This design comes from an exercise in tuning for small area, a short achievable clock period and few clock cycles per item on the open sky130 flow, not from production work.
Function was checked by simulation only, so behaviour that the tests miss may differ from the original.

==> job 4886: inputs <==
Design aes_block_cipher, start of the top module:
module aes_block_cipher (
  input  logic                      clk_i,
  input  logic                      rst_ni,
  input  logic                      in_valid_i,
  output logic                      in_stall_o,
  input  logic [128:0]              in_data_i,    
  output logic                      out_valid_o,
  input  logic                      out_stall_i,
  output logic [127:0]              out_data_o,   
  input  logic                      psel,
  input  logic                      penable,
  input  logic                      pwrite,
  input  logic [aes_pkg::PaddrW-1:0] paddr,
  input  logic [63:0]               pwdata,
  output logic [63:0]               prdata,
  output logic                      pready
);
==> flow/config.mk <==
export PLATFORM = sky130hd
export DESIGN_NAME = aes_block_cipher
export DESIGN_NICKNAME = aes_block_cipher
export VERILOG_FILES = /design/flow/design.v
export SDC_FILE = /design/flow/constraint.sdc
export NUM_CORES = 8
export LEC_CHECK = 0
export CAP_MARGIN = 20
export CORE_MARGIN = 2
export CORE_UTILIZATION = 40
export PLACE_DENSITY = 0.5
export SETUP_SLACK_MARGIN = 4.5
export SLEW_MARGIN = 20
==> flow/constraint.sdc <==
create_clock -name core_clock -period 10.0 [get_ports {clk_i}]
set_input_delay 2.0000 -clock core_clock [delete_from_list [all_inputs] [get_ports {clk_i}]]
set_output_delay 2.0000 -clock core_clock [all_outputs]
set_load 0.01 [all_outputs]
standard.sh (not shown) runs the stock make flow with config.mk's settings and CLKGATE_MAP_FILE= SYNTH_SCRIPT=/design/flow/synth_recipe.tcl, a recipe that flattens the netlist after the stock synthesis.
==> flow/flow/run.sh <==
#!/bin/bash
# Own layout flow: the standard flow (standard.sh) unchanged, except that the synthesis's
# ABC technology-mapping step runs flow/abc.script (area-recovering &nf mapping) in place of
# ORFS's abc_speed.script. Registers are mapped before ABC runs, so they are the standard ones.
set -euo pipefail
here=$(pwd)
cat > "$here/own_synth.tcl" <<TCL
# replace the -script argument of every abc call with this flow's mapping script
proc abc {args} {
  set i [lsearch -exact \$args -script]
  if {\$i >= 0} { set args [lreplace \$args [expr {\$i + 1}] [expr {\$i + 1}] $here/flow/abc.script] }
  yosys abc {*}\$args
}
source $here/synth_recipe.tcl
TCL
sed "s#SYNTH_SCRIPT=[^ ]*#SYNTH_SCRIPT=$here/own_synth.tcl#" standard.sh > own_standard.sh
bash own_standard.sh > "$here/flow.log" 2>&1
==> flow/flow/abc.script <==
&get -n
&st
&dch
&nf -R 1000
&put
topo
stime -c
buffer -c
upsize -c
dnsize -c
==> job 600 (differences from job 4886) <==
--- a/flow/design.v
+++ b/flow/design.v
@@ -180,14 +180,15 @@
     u = xtime(xtime(a0 ^ a2));
     v = xtime(xtime(a1 ^ a3));
     inv_mix_col = mix_col({a0 ^ u, a1 ^ v, a2 ^ u, a3 ^ v});
   endfunction
 endpackage
 module aes_datapath (
   input  logic         clk_i,
+  input  logic         rst_ni,
   input  logic         ld_i,
   input  logic         sw_i,
   input  logic         d1_i,
   input  logic         p1_i,
   input  logic         selb_i,
   input  logic         spec_i,
   input  logic         d2_i,
@@ -230,24 +231,25 @@
     bp = ph_back(ph, n6);
     if (n4)                b_sel = wd(w, 3) ^ wd(w, 2);
     else if (!n6)          b_sel = wd(w, 3);
     else if (bp == 2'd0)   b_sel = wd(w, 1);
     else                   b_sel = wd(w, 3);
   endfunction
   logic [31:0] skey_q;
-  always_ff @(posedge clk_i)
-    skey_q <= f_sel(key_nx_i, 2'd0, mode_nx_i == aes_pkg::KeyMode128,
-                    mode_nx_i == aes_pkg::KeyMode192);
+  always_ff @(posedge clk_i or negedge rst_ni)
+    if (!rst_ni) skey_q <= '0;
+    else         skey_q <= f_sel(key_nx_i, 2'd0, mode_nx_i == aes_pkg::KeyMode128,
+                                 mode_nx_i == aes_pkg::KeyMode192);
   logic [31:0] k_in, k_sw;
   assign k_in = spec_i ? skey_q : sin2_q;
   assign k_sw = aes_pkg::sub_word(k_in);
   logic        f_rot, f_t0, f_t2, b_rot, b_t0, b_t2;
   logic [1:0]  b_ph, f_ph, ph_n;
   logic [7:0]  b_rc, f_rc, rc_n;
-  logic [31:0] tf, tb;
+  logic [31:0] tf, tb, u;
   logic [31:0] s [8];
   logic [31:0] n0, n1, n2, n3, o0, o1, o2, o3;
   logic [255:0] w_n;
   logic [31:0]  sin_n;
   always_comb begin
     for (int j = 0; j < 8; j++) s[j] = wd(k1_q, j);
     f_rot = nk4 || (nk6 && ph1_q != 2'd2) || (nk8 && ph1_q == 2'd0);
@@ -258,30 +260,19 @@
     b_ph  = ph_back(ph1_q, nk6);
     b_rot = nk4 || (nk6 && b_ph != 2'd2) || (nk8 && b_ph == 2'd0);
     b_t0  = nk4 || nk8 || (nk6 && b_ph == 2'd0);
     b_t2  = nk6 && b_ph == 2'd1;
     b_rc  = b_rot ? aes_pkg::xtime_inv(rc1_q) : rc1_q;
     tf = f_rot ? {t1_q[23:0], t1_q[31:24]} ^ {rc1_q, 24'h0} : t1_q;
     tb = b_rot ? {t1_q[23:0], t1_q[31:24]} ^ {b_rc, 24'h0} : t1_q;
-    if (f_t2) begin
-      n0 = s[0] ^ s[5];
-      n1 = s[0] ^ s[1] ^ s[5];
-      n2 = s[2] ^ tf;
-      n3 = (s[2] ^ s[3]) ^ tf;
-    end else if (f_t0) begin
-      n0 = s[0] ^ tf;
-      n1 = (s[0] ^ s[1]) ^ tf;
-      n2 = (s[0] ^ s[1] ^ s[2]) ^ tf;
-      n3 = (s[0] ^ s[1] ^ s[2] ^ s[3]) ^ tf;
-    end else begin
-      n0 = s[0] ^ s[5];
-      n1 = s[0] ^ s[1] ^ s[5];
-      n2 = s[0] ^ s[1] ^ s[2] ^ s[5];
-      n3 = s[0] ^ s[1] ^ s[2] ^ s[3] ^ s[5];
-    end
+    u  = f_t0 ? tf : s[5];
+    n0 = s[0] ^ u;
+    n1 = (s[0] ^ s[1]) ^ u;
+    n2 = f_t2 ? (s[2] ^ tf) : ((s[0] ^ s[1] ^ s[2]) ^ u);
+    n3 = f_t2 ? ((s[2] ^ s[3]) ^ tf) : ((s[0] ^ s[1] ^ s[2] ^ s[3]) ^ u);
     if (nk4) begin
       o3 = s[3] ^ s[2];
       o2 = s[2] ^ s[1];
       o1 = s[1] ^ s[0];
       o0 = s[0] ^ tb;
     end else if (nk6) begin
       o3 = s[5] ^ s[4];
@@ -295,21 +286,32 @@
       o0 = s[4] ^ tb;
     end
     if (d1_i) begin
       w_n  = {o0, o1, o2, o3, s[0], s[1], s[2], s[3]};
       rc_n = b_rc;
       ph_n = b_ph;
     end else begin
-      if (nk4)      w_n = {n0, n1, n2, n3, 128'h0};
-      else if (nk6) w_n = {s[4], s[5], n0, n1, n2, n3, 64'h0};
+      if (nk4)      w_n = {n0, n1, n2, n3, n0, n1, n2, n3};
+      else if (nk6) w_n = {s[4], s[5], n0, n1, n2, n3, n2, n3};
       else          w_n = {s[4], s[5], s[6], s[7], n0, n1, n2, n3};
       rc_n = f_rc;
       ph_n = f_ph;
     end
-    sin_n = selb_i ? b_sel(w_n, ph_n, nk4, nk6) : f_sel(w_n, ph_n, nk4, nk6);
+    if (d1_i) begin                               
+      if (nk4)                   sin_n = s[3] ^ s[1];
+      else if (!nk6)             sin_n = s[7] ^ s[6];
+      else if (b_ph == 2'd1)     sin_n = s[3] ^ s[2];
+      else                       sin_n = s[5] ^ s[4];
+    end else if (selb_i) begin                    
+      if (nk4)                   sin_n = s[3];
+      else if (!nk6)             sin_n = s[7];
+      else                       sin_n = n1;
+    end else begin                                
+      sin_n = (nk6 && f_ph == 2'd1) ? (s[4] ^ s[5] ^ n3) : n3;
+    end
   end
   logic [7:0] rc_end;
   assign rc_end = nk4 ? 8'h6c : nk6 ? 8'h1b : 8'h80;
   always_ff @(posedge clk_i) begin
     begin
       if (ld_i && in_i[128]) begin
         k1_q  <= dk_q;
@@ -339,14 +341,19 @@
   end
   logic [127:0] st_q, r_q, out_q;
   function automatic logic [127:0] shift_rows(input logic [127:0] x);
     for (int c = 0; c < 4; c++)
       for (int r = 0; r < 4; r++)
         shift_rows[127-8*(r+4*c) -: 8] = x[127-8*(r+4*((c+r)%4)) -: 8];
   endfunction
+  function automatic logic [127:0] inv_shift_rows(input logic [127:0] x);
+    for (int c = 0; c < 4; c++)
+      for (int r = 0; r < 4; r++)
+        inv_shift_rows[127-8*(r+4*((c+r)%4)) -: 8] = x[127-8*(r+4*c) -: 8];
+  endfunction
   function automatic logic [127:0] inv_shift_aff(input logic [127:0] x);
     for (int c = 0; c < 4; c++)
       for (int r = 0; r < 4; r++)
         inv_shift_aff[127-8*(r+4*((c+r)%4)) -: 8] = aes_pkg::aff_inv(x[127-8*(r+4*c) -: 8]);
   endfunction
   logic [127:0] sb;
   always_comb
@@ -366,22 +373,21 @@
   logic         zdec;
   always_comb begin
     if (ld_i) begin
       z    = in_i[127:0] ^ (in_i[128] ? dk_q[255:128] : key_i[255:128]);
       zdec = in_i[128];
     end else begin
       z    = y;
-      zdec = d2_i;
+      zdec = d2_i && !park_i;
     end
   end
   always_ff @(posedge clk_i) begin
-    if (park_i)    st_q <= y;
-    else if (zdec) st_q <= inv_shift_aff(z);
-    else           st_q <= shift_rows(z);
-    r_q <= p1_i ? st_q : sb;
+    if (zdec) st_q <= inv_shift_aff(z);
+    else      st_q <= shift_rows(z);
+    r_q <= p1_i ? inv_shift_rows(st_q) : sb;
     if (fin_i) out_q <= y;
   end
   assign out_o = out_q;
 endmodule
 module aes_ctrl (
   input  logic       clk_i,
   input  logic       rst_ni,
@@ -422,15 +428,27 @@
   assign p2free    = !a2_q || (done2 && !park_o);
   assign spec_o    = spec_q;
   assign d1_o      = d1_q;
   assign d2_o      = d2_q;
   assign p1_o      = p1_q;
   assign p2_o      = p2_q;
   assign selb_o    = d1_q || (!dk_ok_q && l1_q);
-  assign in_stall_o  = !p2free || (in_action_i ? !dk_ok_q : cap_o);
+  logic ready_any, ready_head, st_sink_ok, st_sink_held;
+  assign ready_any    = !a2_q || (done2 && w2_q);               
+  assign ready_head   = done2 && !w2_q && (g2_q == head_q);     
+  assign st_sink_ok   = !ready_any && !ready_head;              
+  assign st_sink_held = !ready_any && !(ready_head && !vo_q);   
+  always_comb begin
+    case ({out_stall_i, in_action_i})
+      2'b00:   in_stall_o = st_sink_ok   || cap_o;
+      2'b01:   in_stall_o = st_sink_ok   || !dk_ok_q;
+      2'b10:   in_stall_o = st_sink_held || cap_o;
+      default: in_stall_o = st_sink_held || !dk_ok_q;
+    endcase
+  end
   assign ld_o        = in_valid_i && !in_stall_o;
   assign sw_o        = in_valid_i && in_action_i && !dk_ok_q && !a1_q && !a2_q;
   assign out_valid_o = vo_q;
   assign dk_ok_d = key_dirty_i ? 1'b0 : (cap_o ? 1'b1 : dk_ok_q);
   always_ff @(posedge clk_i or negedge rst_ni) begin
     if (!rst_ni) begin
       l1_q <= 1'b0; l2_q <= 1'b0; spec_q <= 1'b1;
@@ -504,23 +522,22 @@
       for (int i = 0; i < 4; i++) key_q[i] <= '0;
       mode_q <= '0;
     end else begin
       for (int i = 0; i < 4; i++) key_q[i] <= key_d[i];
       mode_q <= mode_d;
     end
   end
+  logic [63:0] rd_lo, rd_hi, rd_key;
   always_comb begin
-    case (ridx)
-      aes_pkg::RegKey0: prdata = key_q[0];
-      aes_pkg::RegKey1: prdata = key_q[1];
-      aes_pkg::RegKey2: prdata = key_q[2];
-      aes_pkg::RegKey3: prdata = key_q[3];
-      aes_pkg::RegMode: prdata = {62'd0, mode_q};
-      default:          prdata = '0;
-    endcase
+    rd_lo  = paddr[3] ? key_q[1] : key_q[0];
+    rd_hi  = paddr[3] ? key_q[3] : key_q[2];
+    rd_key = paddr[4] ? rd_hi : rd_lo;
+    if (!paddr[5])                prdata = rd_key;
+    else if (paddr[4:3] == 2'd0)  prdata = {62'd0, mode_q};
+    else                          prdata = '0;
   end
   aes_ctrl u_ctrl (
     .clk_i, .rst_ni,
     .key_dirty_i (dirty),
     .mode_i      (mode_q),
     .in_valid_i,
     .in_stall_o,
@@ -537,15 +554,15 @@
     .p2_o    (p2),
     .last2_o (last2),
     .fin_o   (fin),
     .park_o  (park),
     .cap_o   (cap)
   );
   aes_datapath u_dp (
-    .clk_i,
+    .clk_i, .rst_ni,
     .ld_i    (ld),
     .sw_i    (sw),
     .d1_i    (d1),
     .p1_i    (p1),
     .selb_i  (selb),
     .spec_i  (spec),
     .d2_i    (d2),
==> flow/flow/run.sh (replaced) <==
#!/bin/bash
# Own layout flow: the standard flow (standard.sh) unchanged, except that
#  - the synthesis's ABC technology-mapping step runs flow/abc.script (area-recovering &nf
#    mapping) in place of ORFS's abc_speed.script; registers are mapped before ABC runs, so
#    they are the standard ones;
#  - clock tree synthesis runs with its usual arguments plus -dont_use_dummy_load (no dummy
#    load cells added to balance the tree), building the tree from clkbuf_8 cells only.
set -euo pipefail
here=$(pwd)
cat > "$here/own_synth.tcl" <<TCL
# replace the -script argument of every abc call with this flow's mapping script
proc abc {args} {
  set i [lsearch -exact \$args -script]
  if {\$i >= 0} { set args [lreplace \$args [expr {\$i + 1}] [expr {\$i + 1}] $here/flow/abc.script] }
  yosys abc {*}\$args
}
source $here/synth_recipe.tcl
TCL
sed "s#SYNTH_SCRIPT=[^ ]*#SYNTH_SCRIPT=$here/own_synth.tcl#" standard.sh > own_standard.sh
bash own_standard.sh "CTS_ARGS=-sink_clustering_enable -repair_clock_nets -dont_use_dummy_load -buf_list sky130_fd_sc_hd__clkbuf_8" \
  finish > "$here/flow.log" 2>&1
==> job 5566 (differences from job 4886) <==
--- a/flow/design.v
+++ b/flow/design.v
@@ -180,14 +180,15 @@
     u = xtime(xtime(a0 ^ a2));
     v = xtime(xtime(a1 ^ a3));
     inv_mix_col = mix_col({a0 ^ u, a1 ^ v, a2 ^ u, a3 ^ v});
   endfunction
 endpackage
 module aes_datapath (
   input  logic         clk_i,
+  input  logic         rst_ni,
   input  logic         ld_i,
   input  logic         sw_i,
   input  logic         d1_i,
   input  logic         p1_i,
   input  logic         selb_i,
   input  logic         spec_i,
   input  logic         d2_i,
@@ -230,24 +231,25 @@
     bp = ph_back(ph, n6);
     if (n4)                b_sel = wd(w, 3) ^ wd(w, 2);
     else if (!n6)          b_sel = wd(w, 3);
     else if (bp == 2'd0)   b_sel = wd(w, 1);
     else                   b_sel = wd(w, 3);
   endfunction
   logic [31:0] skey_q;
-  always_ff @(posedge clk_i)
-    skey_q <= f_sel(key_nx_i, 2'd0, mode_nx_i == aes_pkg::KeyMode128,
-                    mode_nx_i == aes_pkg::KeyMode192);
+  always_ff @(posedge clk_i or negedge rst_ni)
+    if (!rst_ni) skey_q <= '0;
+    else         skey_q <= f_sel(key_nx_i, 2'd0, mode_nx_i == aes_pkg::KeyMode128,
+                                 mode_nx_i == aes_pkg::KeyMode192);
   logic [31:0] k_in, k_sw;
   assign k_in = spec_i ? skey_q : sin2_q;
   assign k_sw = aes_pkg::sub_word(k_in);
   logic        f_rot, f_t0, f_t2, b_rot, b_t0, b_t2;
   logic [1:0]  b_ph, f_ph, ph_n;
   logic [7:0]  b_rc, f_rc, rc_n;
-  logic [31:0] tf, tb;
+  logic [31:0] tf, tb, u;
   logic [31:0] s [8];
   logic [31:0] n0, n1, n2, n3, o0, o1, o2, o3;
   logic [255:0] w_n;
   logic [31:0]  sin_n;
   always_comb begin
     for (int j = 0; j < 8; j++) s[j] = wd(k1_q, j);
     f_rot = nk4 || (nk6 && ph1_q != 2'd2) || (nk8 && ph1_q == 2'd0);
@@ -258,30 +260,19 @@
     b_ph  = ph_back(ph1_q, nk6);
     b_rot = nk4 || (nk6 && b_ph != 2'd2) || (nk8 && b_ph == 2'd0);
     b_t0  = nk4 || nk8 || (nk6 && b_ph == 2'd0);
     b_t2  = nk6 && b_ph == 2'd1;
     b_rc  = b_rot ? aes_pkg::xtime_inv(rc1_q) : rc1_q;
     tf = f_rot ? {t1_q[23:0], t1_q[31:24]} ^ {rc1_q, 24'h0} : t1_q;
     tb = b_rot ? {t1_q[23:0], t1_q[31:24]} ^ {b_rc, 24'h0} : t1_q;
-    if (f_t2) begin
-      n0 = s[0] ^ s[5];
-      n1 = s[0] ^ s[1] ^ s[5];
-      n2 = s[2] ^ tf;
-      n3 = (s[2] ^ s[3]) ^ tf;
-    end else if (f_t0) begin
-      n0 = s[0] ^ tf;
-      n1 = (s[0] ^ s[1]) ^ tf;
-      n2 = (s[0] ^ s[1] ^ s[2]) ^ tf;
-      n3 = (s[0] ^ s[1] ^ s[2] ^ s[3]) ^ tf;
-    end else begin
-      n0 = s[0] ^ s[5];
-      n1 = s[0] ^ s[1] ^ s[5];
-      n2 = s[0] ^ s[1] ^ s[2] ^ s[5];
-      n3 = s[0] ^ s[1] ^ s[2] ^ s[3] ^ s[5];
-    end
+    u  = f_t0 ? tf : s[5];
+    n0 = s[0] ^ u;
+    n1 = (s[0] ^ s[1]) ^ u;
+    n2 = f_t2 ? (s[2] ^ tf) : ((s[0] ^ s[1] ^ s[2]) ^ u);
+    n3 = f_t2 ? ((s[2] ^ s[3]) ^ tf) : ((s[0] ^ s[1] ^ s[2] ^ s[3]) ^ u);
     if (nk4) begin
       o3 = s[3] ^ s[2];
       o2 = s[2] ^ s[1];
       o1 = s[1] ^ s[0];
       o0 = s[0] ^ tb;
     end else if (nk6) begin
       o3 = s[5] ^ s[4];
@@ -422,15 +413,27 @@
   assign p2free    = !a2_q || (done2 && !park_o);
   assign spec_o    = spec_q;
   assign d1_o      = d1_q;
   assign d2_o      = d2_q;
   assign p1_o      = p1_q;
   assign p2_o      = p2_q;
   assign selb_o    = d1_q || (!dk_ok_q && l1_q);
-  assign in_stall_o  = !p2free || (in_action_i ? !dk_ok_q : cap_o);
+  logic ready_any, ready_head, st_sink_ok, st_sink_held;
+  assign ready_any    = !a2_q || (done2 && w2_q);               
+  assign ready_head   = done2 && !w2_q && (g2_q == head_q);     
+  assign st_sink_ok   = !ready_any && !ready_head;              
+  assign st_sink_held = !ready_any && !(ready_head && !vo_q);   
+  always_comb begin
+    case ({out_stall_i, in_action_i})
+      2'b00:   in_stall_o = st_sink_ok   || cap_o;
+      2'b01:   in_stall_o = st_sink_ok   || !dk_ok_q;
+      2'b10:   in_stall_o = st_sink_held || cap_o;
+      default: in_stall_o = st_sink_held || !dk_ok_q;
+    endcase
+  end
   assign ld_o        = in_valid_i && !in_stall_o;
   assign sw_o        = in_valid_i && in_action_i && !dk_ok_q && !a1_q && !a2_q;
   assign out_valid_o = vo_q;
   assign dk_ok_d = key_dirty_i ? 1'b0 : (cap_o ? 1'b1 : dk_ok_q);
   always_ff @(posedge clk_i or negedge rst_ni) begin
     if (!rst_ni) begin
       l1_q <= 1'b0; l2_q <= 1'b0; spec_q <= 1'b1;
@@ -504,23 +507,22 @@
       for (int i = 0; i < 4; i++) key_q[i] <= '0;
       mode_q <= '0;
     end else begin
       for (int i = 0; i < 4; i++) key_q[i] <= key_d[i];
       mode_q <= mode_d;
     end
   end
+  logic [63:0] rd_lo, rd_hi, rd_key;
   always_comb begin
-    case (ridx)
-      aes_pkg::RegKey0: prdata = key_q[0];
-      aes_pkg::RegKey1: prdata = key_q[1];
-      aes_pkg::RegKey2: prdata = key_q[2];
-      aes_pkg::RegKey3: prdata = key_q[3];
-      aes_pkg::RegMode: prdata = {62'd0, mode_q};
-      default:          prdata = '0;
-    endcase
+    rd_lo  = paddr[3] ? key_q[1] : key_q[0];
+    rd_hi  = paddr[3] ? key_q[3] : key_q[2];
+    rd_key = paddr[4] ? rd_hi : rd_lo;
+    if (!paddr[5])                prdata = rd_key;
+    else if (paddr[4:3] == 2'd0)  prdata = {62'd0, mode_q};
+    else                          prdata = '0;
   end
   aes_ctrl u_ctrl (
     .clk_i, .rst_ni,
     .key_dirty_i (dirty),
     .mode_i      (mode_q),
     .in_valid_i,
     .in_stall_o,
@@ -537,15 +539,15 @@
     .p2_o    (p2),
     .last2_o (last2),
     .fin_o   (fin),
     .park_o  (park),
     .cap_o   (cap)
   );
   aes_datapath u_dp (
-    .clk_i,
+    .clk_i, .rst_ni,
     .ld_i    (ld),
     .sw_i    (sw),
     .d1_i    (d1),
     .p1_i    (p1),
     .selb_i  (selb),
     .spec_i  (spec),
     .d2_i    (d2),
==> flow/flow/run.sh (replaced) <==
#!/bin/bash
# Own layout flow: the standard flow (standard.sh) unchanged, except that
#  - the synthesis's ABC technology-mapping step runs flow/abc.script (area-recovering &nf
#    mapping) in place of ORFS's abc_speed.script; registers are mapped before ABC runs, so
#    they are the standard ones;
#  - clock tree synthesis runs with its usual arguments plus -dont_use_dummy_load (no dummy
#    load cells added to balance the tree).
set -euo pipefail
here=$(pwd)
cat > "$here/own_synth.tcl" <<TCL
# replace the -script argument of every abc call with this flow's mapping script
proc abc {args} {
  set i [lsearch -exact \$args -script]
  if {\$i >= 0} { set args [lreplace \$args [expr {\$i + 1}] [expr {\$i + 1}] $here/flow/abc.script] }
  yosys abc {*}\$args
}
source $here/synth_recipe.tcl
TCL
sed "s#SYNTH_SCRIPT=[^ ]*#SYNTH_SCRIPT=$here/own_synth.tcl#" standard.sh > own_standard.sh
bash own_standard.sh "CTS_ARGS=-sink_clustering_enable -repair_clock_nets -dont_use_dummy_load" \
  finish > "$here/flow.log" 2>&1
==> qor summary <==
Worst setup path endpoint: job 5566 prdata[50]; job 4886 prdata[42]; job 600 prdata[20]
Number of nets in the finished design: job 5566 12800; job 4886 13000; job 600 12700
Final standard cell area without fillers: job 5566 124000 um2; job 4886 127000 um2; job 600 120000 um2
Slew of the pin with the lowest slew margin: job 5566 1230 ps; job 4886 1290 ps; job 600 1290 ps
Fillcell total: job 5566 25800; job 4886 25600; job 600 25200
Outcome: job 5566 finished clean; job 4886 finished clean; job 600 finished clean
Pin count of the biggest net entering global routing: job 5566 186; job 4886 125; job 600 191
GRT Overall Usage: job 5566 0.369; job 4886 0.361; job 600 0.358
Post-cts resize count: job 5566 439; job 4886 351; job 600 334
Detail Placement HPWL: job 5566 385 mm; job 4886 377 mm; job 600 367 mm
Worst-path maximum fanout: job 5566 8; job 4886 6; job 600 12
Total detailed-routing wirelength: job 5566 520 mm; job 4886 513 mm; job 600 494 mm
First-pass GRT wire length: job 5566 711 mm; job 4886 701 mm; job 600 671 mm
Die span in y: job 5566 521 um; job 4886 523 um; job 600 516 um
Testbench counts of job 4886, summed over its fixed seeds: cycles 17,529, blocks 1,280.
Testbench counts of job 600, summed over its fixed seeds: cycles 17,529, blocks 1,280.
Testbench counts of job 5566, summed over its fixed seeds: cycles 17,529, blocks 1,280.

[static timing again, ports no longer ideal]
In the flow no input, the clock included, has a driving cell. The finished layouts below were timed again as built, in two steps.
Step 1 sets driving cells, clkbuf_16 on the clock port and buf_2 on the other inputs (assumed; they add their load-dependent delay and slew).
Step 2 adds t to the input delays and takes it off the output delays; t is the mean of the earliest and latest rising clock arrival at the registers after step 1. Input paths then give back, and output paths get back, about the clock's delay inside the block.
a / b / c = ideal ports / drivers / drivers and shift; a / b = the first two.
run	shift t [ns]	slack for setup (ns)	worst setup path at the end	slew at the worst register clock pin (ns)
job 4886	0.964	4.367 / 4.314 / 3.635	input to register	0.07 / 0.07
job 600	1.095	4.441 / 4.390 / 3.522	input to register	0.07 / 0.07
job 5566	0.958	4.465 / 4.438 / 3.747	input to register	0.06 / 0.06
After both steps setup and hold are still met in every run listed. For job 600, which loses most, drivers alone change the setup slack by -0.051 ns; drivers and shift together by -0.919 ns.
